This design comes from an exercise in tuning for small area, a short achievable clock period and few clock cycles per item on the open sky130 flow, not from production work. In this exercise RTL edits were held to simulation tests only and were not proved equivalent to the original. Power figures rest on the tool's default switching activity, not on a simulated workload.

[flow/run.sh]
#!/bin/bash
# synth_recipe.tcl (not shown) runs the flow's synth.tcl, then flattens the netlist and writes it again
# the make line also repeats each setting of config.mk as NAME=value (left out here)
make -C /OpenROAD-flow-scripts/flow DESIGN_CONFIG=/design/flow/config.mk WORK_HOME=/design/flow/orfs CLKGATE_MAP_FILE= SYNTH_SCRIPT=/design/flow/synth_recipe.tcl finish
[flow/config.mk]
export PLATFORM = sky130hd
export DESIGN_NAME = rational_arith_reduce_top
export DESIGN_NICKNAME = rational_arith_reduce_top
export VERILOG_FILES = /design/flow/design.v
export SDC_FILE = /design/flow/constraint.sdc
export NUM_CORES = 4
export LEC_CHECK = 0
export CAP_MARGIN = 20
export CORE_MARGIN = 2
export CORE_UTILIZATION = 30
export PLACE_DENSITY = 0.45
export SETUP_SLACK_MARGIN = 5
export SLEW_MARGIN = 20
[flow/constraint.sdc]
create_clock -name core_clock -period 11.0 [get_ports {clk}]
set_input_delay 2.2000 -clock core_clock [delete_from_list [all_inputs] [get_ports {clk}]]
set_output_delay 2.2000 -clock core_clock [all_outputs]
set_load 0.01 [all_outputs]
[flow/design.v]
`default_nettype none
module rar_lzc #(
  parameter int WIDTH = 62,
  parameter int CW    = 6
) (
  input  logic [WIDTH-1:0] x,
  output logic [CW-1:0]    count
);
  localparam int L = 1 << CW;    
  logic [L-1:0]      v  [CW+1];
  logic [CW-1:0]     c  [CW+1][L];
  logic [L-1:0]      xp;
  assign xp = {x, {(L-WIDTH){1'b1}}};
  always_comb begin
    for (int i = 0; i < L; i++) begin
      v[0][i] = xp[i];
      c[0][i] = '0;
    end
    for (int l = 1; l <= CW; l++) begin
      for (int i = 0; i < (L >> l); i++) begin
        v[l][i] = v[l-1][2*i+1] | v[l-1][2*i];
        if (v[l-1][2*i+1]) c[l][i] = c[l-1][2*i+1];
        else               c[l][i] = c[l-1][2*i] | CW'(1 << (l - 1));
      end
      for (int i = (L >> l); i < L; i++) begin
        v[l][i] = 1'b0;
        c[l][i] = '0;
      end
    end
    count = c[CW][0];
  end
endmodule
module rar_ctz #(
  parameter int WIDTH = 62,
  parameter int CW    = 6
) (
  input  logic [WIDTH-1:0] x,
  output logic [CW-1:0]    count
);
  logic [WIDTH-1:0] r;
  always_comb begin
    for (int i = 0; i < WIDTH; i++) r[i] = x[WIDTH-1-i];
  end
  rar_lzc #(.WIDTH(WIDTH), .CW(CW)) u_lzc (.x(r), .count(count));
endmodule
`default_nettype wire
`default_nettype none
module rational_arith_reduce_top #(
  parameter int OPERAND_BITS = 31
) (
  input  logic        clk,
  input  logic        rst,
  input  logic        req_valid,
  output logic        req_ready,
  input  logic [2:0]  req_kind,
  input  logic [30:0] req_num_a,
  input  logic [30:0] req_den_a,
  input  logic [30:0] req_num_b,
  input  logic [30:0] req_den_b,
  output logic        res_valid,
  input  logic        res_ready,
  output logic        res_divide_by_zero,
  output logic        res_negative,
  output logic [61:0] res_whole_part,
  output logic [61:0] res_frac_numerator,
  output logic [61:0] res_frac_denominator
);
  localparam int W  = OPERAND_BITS;    
  localparam int PW = 2 * W;           
  localparam int AW = PW + 1;          
  localparam int SHL    = 4;                
  localparam int SHMAX  = (1 << SHL) - 1;   
  localparam int M_IDLE = 0;    
  localparam int M_RUN  = 1;    
  localparam int M_DONE = 2;    
  localparam int MS     = 3;
  logic [MS-1:0]   mst;
  logic [1:0]      prod;        
  logic [AW-1:0]   macc;        
  logic [PW-1:0]   md;          
  logic [PW-1:0]   mx;          
  logic [W-1:0]    my;          
  logic            pneg;        
  logic            m_addsub;
  logic            m_dneg;      
  logic            m_nneg;      
  logic            b_zero, b_two, b_sub;
  logic            mul_done;    
  logic            take;        
  logic [W-1:0] px, py;
  logic         p_last;
  logic         p_negate;
  logic         k_addsub, k_sub, k_mul, k_div;
  logic [1:0]   lp;
  logic         cur_last;
  assign k_addsub = (req_kind == 3'd0) || (req_kind == 3'd1);
  assign k_sub    = (req_kind == 3'd1);
  assign k_mul    = (req_kind == 3'd2);
  assign k_div    = (req_kind == 3'd3);
  assign lp       = mst[M_RUN] ? prod + 2'd1 : 2'd0;
  assign cur_last = (prod == 2'd2) || (prod == 2'd1 && !m_addsub);
  always_comb begin
    px       = req_den_a;
    py       = req_den_b;
    p_last   = 1'b0;
    p_negate = 1'b0;
    case (lp)
      2'd0: begin  
        px       = req_den_a;
        py       = k_div ? req_num_b : ((k_addsub || k_mul) ? req_den_b : W'(1));
        p_negate = px[W-1] ^ py[W-1];
      end
      2'd1: begin  
        px       = req_num_a;
        py       = k_mul ? req_num_b : ((k_addsub || k_div) ? req_den_b : W'(1));
        p_last   = !k_addsub;
        p_negate = !k_addsub && (px[W-1] ^ py[W-1]);
      end
      default: begin  
        px       = req_num_b;
        py       = req_den_a;
        p_last   = 1'b1;
        p_negate = k_sub;
      end
    endcase
  end
  function automatic logic [2:0] mag_class(input logic [W-1:0] a);
    logic [31:0] m;
    m = 32'(a ^ {W{a[W-1]}});
    mag_class = 3'd0;
    for (int g = 1; g < 8; g++) begin
      if (m[4*g +: 4] != 4'd0) mag_class = 3'(g);
    end
  endfunction
  function automatic logic shorter_first(input logic [W-1:0] a, input logic [W-1:0] b);
    shorter_first = mag_class(b) > mag_class(a);
  endfunction
  logic swap_r;
  always_ff @(posedge clk) swap_r <= shorter_first(px, py);
  logic [W-1:0] mcand, mplier;
  assign mcand  = swap_r ? py : px;
  assign mplier = swap_r ? px : py;
  function automatic logic [2:0] booth(input logic [2:0] bits);
    case (bits)
      3'b000, 3'b111: booth = 3'b100;
      3'b001, 3'b010: booth = 3'b000;
      3'b011:         booth = 3'b010;
      3'b100:         booth = 3'b011;
      default:        booth = 3'b001;
    endcase
  endfunction
  logic [2:0] bd_load, bd_step;
  assign bd_load = booth({mplier[1:0], 1'b0});
  assign bd_step = booth(my[3:1]);
  logic do_load;
  logic last_load;
  assign do_load   = mst[M_IDLE] || (mst[M_RUN] && mul_done && !cur_last);
  assign last_load = (prod == 2'd1) || !m_addsub;    
  assign req_ready = mst[M_RUN] && mul_done && !cur_last && last_load;
  logic [AW-1:0] m_b, m_sum;
  assign m_b   = b_zero ? '0 : (b_two ? {mx, 1'b0} : {mx[PW-1], mx});
  assign m_sum = macc + (m_b ^ {AW{b_sub}}) + AW'(b_sub);
  always_ff @(posedge clk) begin
    if (rst) begin
      mst <= MS'(1) << M_IDLE;
    end else begin
      mst <= '0;
      if (mst[M_IDLE])                         mst[req_valid ? M_RUN : M_IDLE] <= 1'b1;
      else if (do_load)                        mst[M_RUN]  <= 1'b1;
      else if (mst[M_RUN] && mul_done)         mst[M_DONE] <= 1'b1;
      else if (mst[M_RUN])                     mst[M_RUN]  <= 1'b1;
      else if (mst[M_DONE] && !take)           mst[M_DONE] <= 1'b1;
      else                                     mst[M_IDLE] <= 1'b1;
    end
  end
  always_ff @(posedge clk) begin
    if (do_load) begin
      prod     <= lp;
      mx       <= {{(PW-W){mcand[W-1]}}, mcand};
      my       <= mplier;
      pneg     <= p_negate;
      b_zero   <= bd_load[2];
      b_two    <= bd_load[1];
      b_sub    <= bd_load[0] ^ p_negate;
      mul_done <= (mplier == '0);
      if (lp == 2'd0) begin
        m_addsub <= k_addsub;
        m_dneg   <= p_negate;
      end
      if (lp == 2'd1) begin
        m_nneg <= p_negate;
        md     <= macc[PW-1:0];
      end
      if (lp != 2'd2) macc <= '0;
    end else if (mst[M_RUN] && !mul_done) begin
      macc     <= m_sum;
      mx       <= {mx[PW-3:0], 2'b00};
      my       <= {{2{my[W-1]}}, my[W-1:2]};
      b_zero   <= bd_step[2];
      b_two    <= bd_step[1];
      b_sub    <= bd_step[0] ^ pneg;
      mul_done <= (my[W-1:1] == '0) || (my[W-1:1] == '1);
    end
  end
  localparam int S_IDLE = 0;    
  localparam int S_CHK  = 1;    
  localparam int S_W0   = 2;    
  localparam int S_W1   = 3;    
  localparam int S_W2   = 4;    
  localparam int S_G1   = 5;    
  localparam int S_GL   = 6;    
  localparam int S_E1   = 7;    
  localparam int S_E2   = 8;    
  localparam int S_ES1  = 9;    
  localparam int S_ES2  = 10;   
  localparam int S_ES1C = 11;   
  localparam int S_ES2C = 12;   
  localparam int S_OUT  = 13;   
  localparam int NS     = 14;
  logic [NS-1:0]   st;
  logic [AW-1:0]   ra;          
  logic [PW-1:0]   rb;          
  logic [PW-1:0]   rw;          
  logic [PW-1:0]   ru;          
  logic [PW-1:0]   rv;          
  logic            is_addsub;
  logic            dneg;        
  logic            nneg;        
  logic [5:0]      cnt;         
  logic [5:0]      kk;          
  logic [5:0]      tt;          
  logic            wb;          
  logic            neg_r;
  logic            dbz_r;
  assign take = mst[M_DONE] && (st[S_IDLE] || (st[S_OUT] && res_ready));
  logic n_neg;
  logic w0_neg;      
  assign n_neg  = is_addsub & ra[AW-1];
  assign w0_neg = st[S_W0] ? sb_ra : n_neg;
  logic gl_ustrip, gl_vswap, gl_step, gl_plus;
  assign gl_ustrip = !ra[0];
  assign gl_vswap  = ra[0] && !rv[0];
  assign gl_step   = ra[0] && rv[0];
  assign gl_plus   = gl_step && (ra[1] ^ rv[1]);    
  always_comb begin
    gl_plus_nx = sh_out[1] ^ rv[1];
    if (st[S_GL]) begin
      if (gl_ustrip)                gl_plus_nx = sh_out[1] ^ rv[1];
      else if (gl_vswap)            gl_plus_nx = rv[1] ^ ra[1];
      else if (gl_plus)             gl_plus_nx = u_longer ? (sh_out[1] ^ rv[1]) : (ra[1] ^ sh_out[1]);
      else if (gl_neg && ctz_big)   gl_plus_nx = rv[1] ^ ra[1];
      else if (gl_neg)              gl_plus_nx = sh_out[1] ^ ra[1];
      else                          gl_plus_nx = sh_out[1] ^ rv[1];
    end
  end
  always_comb begin
    if (gl_ustrip)     gl_keep_odd = !ctz_big && rv[0];
    else if (gl_vswap) gl_keep_odd = 1'b0;
    else if (gl_plus)  gl_keep_odd = !ctz_big;
    else               gl_keep_odd = gl_neg || !ctz_big;
  end
  logic sa_ra, sa_w2, sa_rw, sa_rb, sb_ra, sb_rb, sb_rv, s_sub;
  logic sb_gl;          
  logic s_long;         
  logic gl_keep_odd;    
  logic plus_r;         
  logic gl_plus_nx;     
  logic [AW-1:0] add_a, add_b, add_bx, sum;
  logic          add_sub;
  logic [PW-1:0] w2_a;         
  assign w2_a = {rw[PW-2:0], wb};
  always_comb begin
    add_a = ({AW{sa_ra}}                           & ra)
          | ({AW{sa_w2}}                           & {1'b0, w2_a})
          | ({AW{sa_rw}}                           & {1'b0, rw})
          | ({AW{sa_rb}}                           & {1'b0, rb});
    add_b = ({AW{sb_ra}}                           & ra)
          | ({AW{sb_rb}}                           & {1'b0, rb})
          | ({AW{sb_rv}}                           & {1'b0, rv});
    add_sub = s_sub ^ (sb_gl & plus_r);
  end
  assign add_bx = add_b ^ {AW{add_sub}};
  assign sum    = add_a + add_bx + AW'(add_sub);
  logic [PW-1:0] dx_raw, dx;
  logic [5:0]    ctz;
  logic          dx_zero;
  logic          sel_plus;
  assign sel_plus = sb_gl & plus_r;
  assign dx_raw   = add_a[PW-1:0] ^ add_b[PW-1:0];
  assign dx_zero  = (dx_raw == '0);
  assign dx       = sel_plus ? {~dx_raw[PW-1:1], 1'b0} : dx_raw;
  rar_ctz #(.WIDTH(PW), .CW(6)) u_ctz (.x(dx), .count(ctz));
  logic [SHL-1:0] ctz_c;
  logic [SHL:0]   ctz_s;
  logic           ctz_big;
  rar_ctz #(.WIDTH(SHMAX + 1), .CW(SHL + 1)) u_ctzs (.x(dx[SHMAX:0]), .count(ctz_s));
  assign ctz_big = ctz_s[SHL];
  assign ctz_c   = ctz_big ? SHL'(SHMAX) : ctz_s[SHL-1:0];
  logic           gl_neg;
  logic           sh_fill;
  logic [PW-1:0]  sh_in, sh_raw, sh_out;
  logic [SHL-1:0] sh_amt;
  logic [5:0]     w_len_r;      
  logic           w_zero_r;     
  logic [5:0]     w_first;      
  logic [5:0]     long_amt;
  logic           long_more;    
  assign gl_neg   = sum[AW-1];
  assign sh_in    = sum[PW-1:0];
  assign sh_fill  = sb_gl & gl_neg;
  assign w_first  = w_len_r;
  always_comb begin
    long_amt = tt;
    if (st[S_W0])              long_amt = w_first;
    if (st[S_ES1] | st[S_ES2]) long_amt = kk;
  end
  assign long_more = long_amt > 6'(SHMAX);
  always_comb begin
    sh_amt = ctz_c;
    if (s_long)
      sh_amt = long_more ? SHL'(SHMAX) : long_amt[SHL-1:0];
  end
  assign sh_raw = PW'({{PW{sh_fill}}, sh_in} >> sh_amt);
  assign sh_out = sh_raw ^ {PW{sh_fill}};
  logic [PW-1:0] tdec;
  always_comb begin
    for (int i = 0; i < PW; i++) tdec[i] = (tt == 6'(i));
  end
  logic [5:0] lz_a, lz_b, lz_n, w_len;
  rar_lzc #(.WIDTH(PW), .CW(6)) u_lza (.x(ra[PW-1:0] ^ {PW{n_neg}}), .count(lz_n));
  rar_lzc #(.WIDTH(PW), .CW(6)) u_lzb (.x(rb), .count(lz_b));
  logic [5:0] lz_v;
  logic       u_longer;
  rar_lzc #(.WIDTH(PW), .CW(6)) u_lzv (.x(rv), .count(lz_v));
  assign u_longer = lz_n <= lz_v;
  assign lz_a  = lz_n - 6'(n_neg);
  assign w_len = lz_b - lz_a;
  logic ra_zero, rb_zero, rw_zero, rv_one;
  assign ra_zero = (ra == '0);
  assign rb_zero = (rb == '0);
  assign rw_zero = (rw == '0);
  assign rv_one  = (rv == PW'(1));
  assign res_whole_part       = ru;
  assign res_frac_numerator   = ra[PW-1:0];
  assign res_frac_denominator = rw;
  assign res_negative         = neg_r;
  assign res_divide_by_zero   = dbz_r;
  logic [NS-1:0] nx;
  always_comb begin
    nx = '0;
    if (st[S_IDLE]) begin
      if (take) nx[S_CHK] = 1'b1; else nx[S_IDLE] = 1'b1;
    end
    if (st[S_CHK]) begin
      if (rb_zero || ra_zero) nx[S_OUT] = 1'b1; else nx[S_W0] = 1'b1;
    end
    if (st[S_W0]) begin
      if (w_zero_r)       nx[S_G1] = 1'b1;
      else if (long_more) nx[S_W1] = 1'b1;
      else                nx[S_W2] = 1'b1;
    end
    if (st[S_W1]) begin
      if (long_more) nx[S_W1] = 1'b1; else nx[S_W2] = 1'b1;
    end
    if (st[S_W2]) begin
      if (cnt == 6'd0) nx[S_G1] = 1'b1; else nx[S_W2] = 1'b1;
    end
    if (st[S_G1]) begin
      if (rw_zero) nx[S_OUT] = 1'b1; else nx[S_GL] = 1'b1;
    end
    if (st[S_GL]) begin
      if (!gl_step || !dx_zero) nx[S_GL] = 1'b1;
      else if (rv_one) nx[S_ES1] = 1'b1;
      else             nx[S_E1]  = 1'b1;
    end
    if (st[S_E1]) begin
      if (rw[0] && dx_zero) nx[S_E2] = 1'b1; else nx[S_E1] = 1'b1;
    end
    if (st[S_E2]) begin
      if (rb[0] && dx_zero) nx[S_OUT] = 1'b1; else nx[S_E2] = 1'b1;
    end
    if (st[S_ES1] | st[S_ES1C]) begin
      if (long_more) nx[S_ES1C] = 1'b1; else nx[S_ES2] = 1'b1;
    end
    if (st[S_ES2] | st[S_ES2C]) begin
      if (long_more) nx[S_ES2C] = 1'b1; else nx[S_OUT] = 1'b1;
    end
    if (st[S_OUT]) begin
      if (!res_ready) nx[S_OUT]  = 1'b1;
      else if (take)  nx[S_CHK]  = 1'b1;
      else            nx[S_IDLE] = 1'b1;
    end
  end
  always_ff @(posedge clk) begin
    if (rst) begin
      st        <= NS'(1) << S_IDLE;
      sa_ra     <= 1'b0;
      sa_rw     <= 1'b0;
      sa_rb     <= 1'b0;
      sb_ra     <= 1'b0;
      sb_rv     <= 1'b0;
      sb_gl     <= 1'b0;
      sa_w2     <= 1'b0;
      sb_rb     <= 1'b0;
      s_long    <= 1'b0;
      s_sub     <= 1'b0;
      res_valid <= 1'b0;
    end else begin
      st <= nx;
      sa_ra <= (nx[S_W0] & !w0_neg) | nx[S_ES1C] | nx[S_GL];
      sb_gl <= nx[S_GL] & (st[S_G1] ? (!ctz_big & rv[0]) : (st[S_GL] & gl_keep_odd));
      plus_r <= gl_plus_nx;
      sb_rv <= (nx[S_GL] & (st[S_G1] ? (!ctz_big & rv[0]) : (st[S_GL] & gl_keep_odd)))
             | (nx[S_E1] & (st[S_GL] ? rw[0] : (st[S_E1] & !ctz_big)))
             | (nx[S_E2] & (st[S_E1] ? rb[0] : (st[S_E2] & !ctz_big)));
      sa_w2  <= nx[S_W2];
      sb_rb  <= nx[S_W2];
      s_long <= nx[S_W0] | nx[S_W1] | nx[S_ES1] | nx[S_ES2] | nx[S_ES1C] | nx[S_ES2C];
      sa_rw <= nx[S_G1] | nx[S_E1] | nx[S_ES1] | nx[S_W1] | nx[S_ES2C];
      sa_rb <= nx[S_CHK] | nx[S_E2] | nx[S_ES2];
      sb_ra <= nx[S_W0] & w0_neg;
      s_sub <= (nx[S_W0] & w0_neg) | nx[S_W2] | nx[S_E1] | nx[S_E2] | nx[S_GL];
      res_valid <= (st[S_OUT] && !res_ready) ||
                   (st[S_CHK] && (rb_zero || ra_zero)) ||
                   (st[S_G1] && rw_zero) ||
                   (st[S_E2] && rb[0] && dx_zero) ||
                   ((st[S_ES2] | st[S_ES2C]) && !long_more);
    end
  end
  always_ff @(posedge clk) begin
    if (take) begin
      ra        <= macc;
      rb        <= md;
      is_addsub <= m_addsub;
      dneg      <= m_dneg;
      nneg      <= m_nneg;
    end
    if (st[S_CHK]) begin
      rv       <= sh_out;
      kk       <= ctz;
      w_len_r  <= w_len;
      w_zero_r <= lz_a > lz_b;
      dbz_r    <= rb_zero;
      if (rb_zero || ra_zero) begin
        neg_r <= 1'b0;
        ru    <= '0;
        ra    <= '0;
        rw    <= rb_zero ? '0 : PW'(1);
      end else if (is_addsub) begin
        neg_r <= ra[AW-1] ^ dneg;
      end else begin
        neg_r <= nneg ^ dneg;
      end
    end
    if (st[S_W0]) begin
      ra  <= sum;
      cnt <= w_len_r;
      ru  <= '0;
      tt  <= w_first - 6'(SHMAX);
      if (w_zero_r)       rw <= sum[PW-1:0];
      else if (long_more) rw <= sh_out;
      else                {rw, wb} <= {1'b0, sh_out};
    end
    if (st[S_W1]) begin
      tt <= tt - 6'(SHMAX);
      if (long_more) rw <= sh_out;
      else           {rw, wb} <= {1'b0, sh_out};
    end
    if (st[S_W2]) begin
      rw  <= sum[AW-1] ? w2_a : sum[PW-1:0];
      ru  <= {ru[PW-2:0], !sum[AW-1]};
      cnt <= cnt - 6'd1;
      wb  <= ra[cnt - 6'd1];
    end
    if (st[S_G1]) begin
      if (rw_zero) begin
        ra <= '0;
        rw <= PW'(1);
      end else begin
        ra <= {1'b0, sh_out};
        if (ctz < kk) kk <= ctz;
      end
    end
    if (st[S_GL]) begin
      if (gl_ustrip) begin
        ra <= {1'b0, sh_out};
      end else if (gl_vswap) begin
        ra <= {1'b0, rv};
        rv <= ra[PW-1:0];
      end else if (dx_zero) begin
        ra <= '0;
        tt <= 6'd0 - kk;
      end else if (gl_plus) begin
        if (u_longer) ra <= {1'b0, sh_out};
        else          rv <= sh_out;
      end else if (gl_neg && ctz_big) begin
        ra <= {1'b0, rv};
        rv <= ra[PW-1:0];
      end else begin
        ra <= {1'b0, sh_out | PW'(gl_neg)};
        if (gl_neg) rv <= ra[PW-1:0];
      end
    end
    if (st[S_E1]) begin
      if (rw[0]) ra <= ra | {1'b0, tdec};
      if (rw[0] && dx_zero) begin
        rw <= '0;
        tt <= 6'd0 - kk;
      end else begin
        rw <= sh_out;
        tt <= tt + 6'(sh_amt);
      end
    end
    if (st[S_E2]) begin
      if (rb[0]) rw <= rw | tdec;
      if (!(rb[0] && dx_zero)) begin
        rb <= sh_out;
        tt <= tt + 6'(sh_amt);
      end
    end
    if (st[S_ES1] | st[S_ES1C]) ra <= {1'b0, sh_out};
    if (st[S_ES2] | st[S_ES2C]) rw <= sh_out;
    if (st[S_ES1] | st[S_ES1C] | st[S_ES2] | st[S_ES2C]) tt <= long_amt - 6'(SHMAX);
  end
endmodule
`default_nettype wire
==> impl_metrics.json <==
{
  "outcome": "complete, no violations",
  "cts_hold_buf": 0,
  "grt_max_degree": 84,
  "power.share.combinational": 0.559,
  "place_hpwl_um": 274000,
  "syn_area_um2": 58400,
  "synth_top_area_cell": "edfxtp_1",
  "rsz0062_at_grt": "yes",
  "synth_edf_count": 308,
  "synth_mux_area_frac": 0.0693,
  "yosys_warnings": 9,
  "ys_seq_elements": 597,
  "layout_common_cells": "835 x nor2_1, 695 x nand2_1, 678 x a21oi_1",
  "mostFrequentLayoutCell": "nor2_1",
  "async_flop_share": 0,
  "synth-simple-area-share": 0.207,
  "num_rows": 161,
  "synth_area_per_cell_um2": 7.57,
  "tightest_slew_ns": 1.33,
  "fin_skew_ns": 0.0478,
  "path_cells": "buf_6 > buf_12 > a222oi_1 > buf_4 > or3_1 > and2_1 > nand2_1 > nor3_1 > nand3_1 > nor4_1 > nand4_1 > buf_4 > nand3_1 > nand2_1 > o21ai_1 > nand3_1 > a21o_1 > a31o_2 > a22o_1",
  "synth_top_family_by_area": "compound AO/OA/AOI/OAI gates",
  "synth_compound_area_frac": 0.308,
  "io_buffers": 320,
  "vias": 68900,
  "synth_xor_area_frac": 0.0617,
  "hold_viol": 0,
  "ys.flop_type": "edfxtp_1",
  "clock-sinks": 597,
  "crit_buf_inv": 4,
  "power_uw": 18000,
  "ios": 321,
  "switchingPower_uw": 9220,
  "gpl.final_weighted_congestion": 1.10,
  "synthTopCellsByArea": "edfxtp_1 16%, dfxtp_1 9.9%, a21oi_1 6.0%",
  "tns_ns": 0,
  "clock_latency_ns": 0.74,
  "routedWlPerCell_um": 34.8,
  "start_kind": "flip-flop",
  "slew_headroom": 0.114,
  "crit_path_frequent_cell": "nand3_1",
  "yosysSeqAreaShare": 0.257,
  "fin_crit_sh": 0.575,
  "track_usage": 0.349,
  "clk_pin_slew_worst_paths_ns": 0.06,
  "worst_slack_ns": 4.67,
  "die_area_um2": 198000,
  "worstSetupEndpointType": "flip-flop",
  "initial_core_util": 0.303,
  "antenna_found_initial": 27,
  "clock-root-buffer": "clkbuf_16",
  "p_seq_frac": 0.278,
  "crit_fanout": 28,
  "critPathTopFamily": "simple AND/OR/NAND/NOR gates",
  "cts_buffer_depth": 3,
  "max_stage_delay_ns": 0.73,
  "first_pass_iters": 11,
  "critPathKind": "flip-flop to flip-flop",
  "totalWireLength_um": 367000,
  "area_growth_pct": 23.9,
  "route.detailed.drc": 0,
  "vias_per_cell": 6.53,
  "htreeDepth": 3,
  "first_global_vias": 62100,
  "ant_nets": 0,
  "cts_made_buffers": 80,
  "final_nets": 8253,
  "grt_overflow": 0,
  "min-delay-path-class": "flip-flop to flip-flop",
  "cts_tree": "done",
  "p_per_area_nw_per_um2": 248,
  "cp.required_ns": 11.58,
  "syn_inst": 7721,
  "dieHeight_um": 445,
  "cp_slowest_cell": "nor3_1",
  "synth_cell_type_count": 121,
  "cp_data_arrival_time_ns": 6.91,
  "dp_slack_ns": 2.69,
  "fmax_ghz": 0.158,
  "synth_fa_ha_area_frac": 0.0351,
  "sw_frac_of_total": 0.513,
  "clock_power_share": 0.163,
  "leakage_uw": 0.0271,
  "period_needed_ns": 6.33,
  "grt_pass1_wl_um": 494000,
  "die_w_um": 445,
  "intPower_uw": 8760,
  "drive_above_1_share": 0.154,
  "synth_top_area_frac": 0.158,
  "drt-initial-drc-count": 11200,
  "maxCapViolCount": 0,
  "syn-num-nets": 8012,
  "fp.coreArea_um2": 193000,
  "ir_worst_vdd_mv": 0.149,
  "finalSetupViolations": 0,
  "drv_slew": 0
}
## stage by stage
stage               cells  hold slack (ns)   util  area, um^2
floorplan            7721            0.400      -       58400
global placement    10100            0.406  0.332       64000
detailed placement  10100            0.419  0.332       64000
CTS                 10400            0.434  0.361       69600
global route        10600            0.452  0.375       72400
finish              10600            0.430  0.375       72400
## Yosys cell counts, types with 55 or more instances
| library cell | n |
|---|---|
| buf_1 | 77 |
| ha_1 | 156 |
| xor2_1 | 219 |
| inv_1 | 128 |
| nor3_1 | 270 |
| clkbuf_1 | 491 |
| nor4_1 | 87 |
| o22ai_1 | 101 |
| a31oi_1 | 112 |
| a222oi_1 | 66 |
| and3_1 | 55 |
| and2_1 | 130 |
| xnor2_1 | 127 |
| nand4_1 | 69 |
| mux2i_1 | 302 |
| nor2_1 | 862 |
| or3_1 | 80 |
| edfxtp_1 | 308 |
| dfxtp_1 | 289 |
| buf_4 | 72 |
| o221ai_1 | 57 |
| o21ai_0 | 636 |
| a21o_1 | 160 |
| nand3_1 | 146 |
| a22oi_1 | 164 |
| nand2_1 | 711 |
| a211oi_1 | 117 |
| a21oi_1 | 703 |
| o211ai_1 | 97 |
## flip-flops by register name (all words and copies together) (netlist names), 62 cells and up
signal / cells
macc: 63
md: 62
mx: 62
ra: 63
rb: 62
ru: 62
rv: 62
rw: 62
## final timing paths
path,from,endpoint,slack [ns],cells after the start
worst max-delay path,st[4],ra[13],4.67,19
worst max register to register,st[4],ra[13],4.67,19
worst min-delay path,m_dneg,dneg,0.43,0
worst min register to register,m_dneg,dneg,0.43,0
## repair_timing
action,in CTS,in global routing
gates resized for setup,273,296
cloned,5,10
hold endpoints to repair,0,0
endpoints found under the setup margin,267,234
pin swaps,77,102
setup buffers,144,112
## cell type report
| type | count | area (um^2) |
|---|---|---|
| Clock inverter | 52 | 667 |
| Fill cell | 20000 | 121000 |
| Antenna cell | 5 | 12.5 |
| Multi-Input combinational cell | 6286 | 42700 |
| Clock buffer | 96 | 2150 |
| Timing Repair Buffer | 860 | 8070 |
| Inverter | 137 | 533 |
| Tap cell | 2526 | 3160 |
| Sequential cell | 597 | 15100 |
## power by group through the flow
stage	registers [uW]	logic [uW]	clock network [uW]
CTS	4770	9410	2970
global route	4950	10600	3040
detailed placement	4820	9110	0
floorplan	3870	6060	0
global placement	4830	9070	0
finish	4990	10100	2940
## routing by layer
layer / vias to the layer above / routed length [um] / track usage
li1: 29400 / - / -
met3: 1287 / 49000 / 0.127
met5: - / 292 / 0
met2: 5079 / 147000 / 0.492
met1: 33100 / 139000 / 0.440
met4: 34 / 32300 / 0.240
## cell families (layout without fill, tap and decap cells)
group | Yosys count | after routing
AOI/OAI and AO/OA | 2755 | 2757
xor gates and xnor gates | 377 | 378
adders and majority gates | 162 | 162
buffers and inverters | 843 | 1145
DFF | 597 | 597
muxes | 369 | 369
other | 0 | 5
and+or+nand+nor | 2618 | 2620
Testbench counts, summed over its fixed seeds: cycles 13,591, items 384.

## re-timing with driven ports
The results above use ideal ports. As a check the final layout listed here was re-extracted and re-timed, cells and wires unchanged.
Step 1 assumes that a clkbuf_16 drives the clock port and a buf_2 every other input.
Step 2, shift: input delay + t, output delay - t, t = (earliest + latest rising clock arrival at the registers) / 2. This alone moves slack from input paths to output paths.
a / b / c = ideal / step 1 / step 2; a / b = the first two.
t (ns): 0.814
slack for setup (ns): 4.671 / 4.671 / 4.589
worst setup path at the end: input to register
slew at the worst register clock pin (ns): 0.07 / 0.07
After both steps setup and hold are still met in this run. The setup slack of this run moves by 0.000 ns with the drivers and by -0.082 ns with both steps.
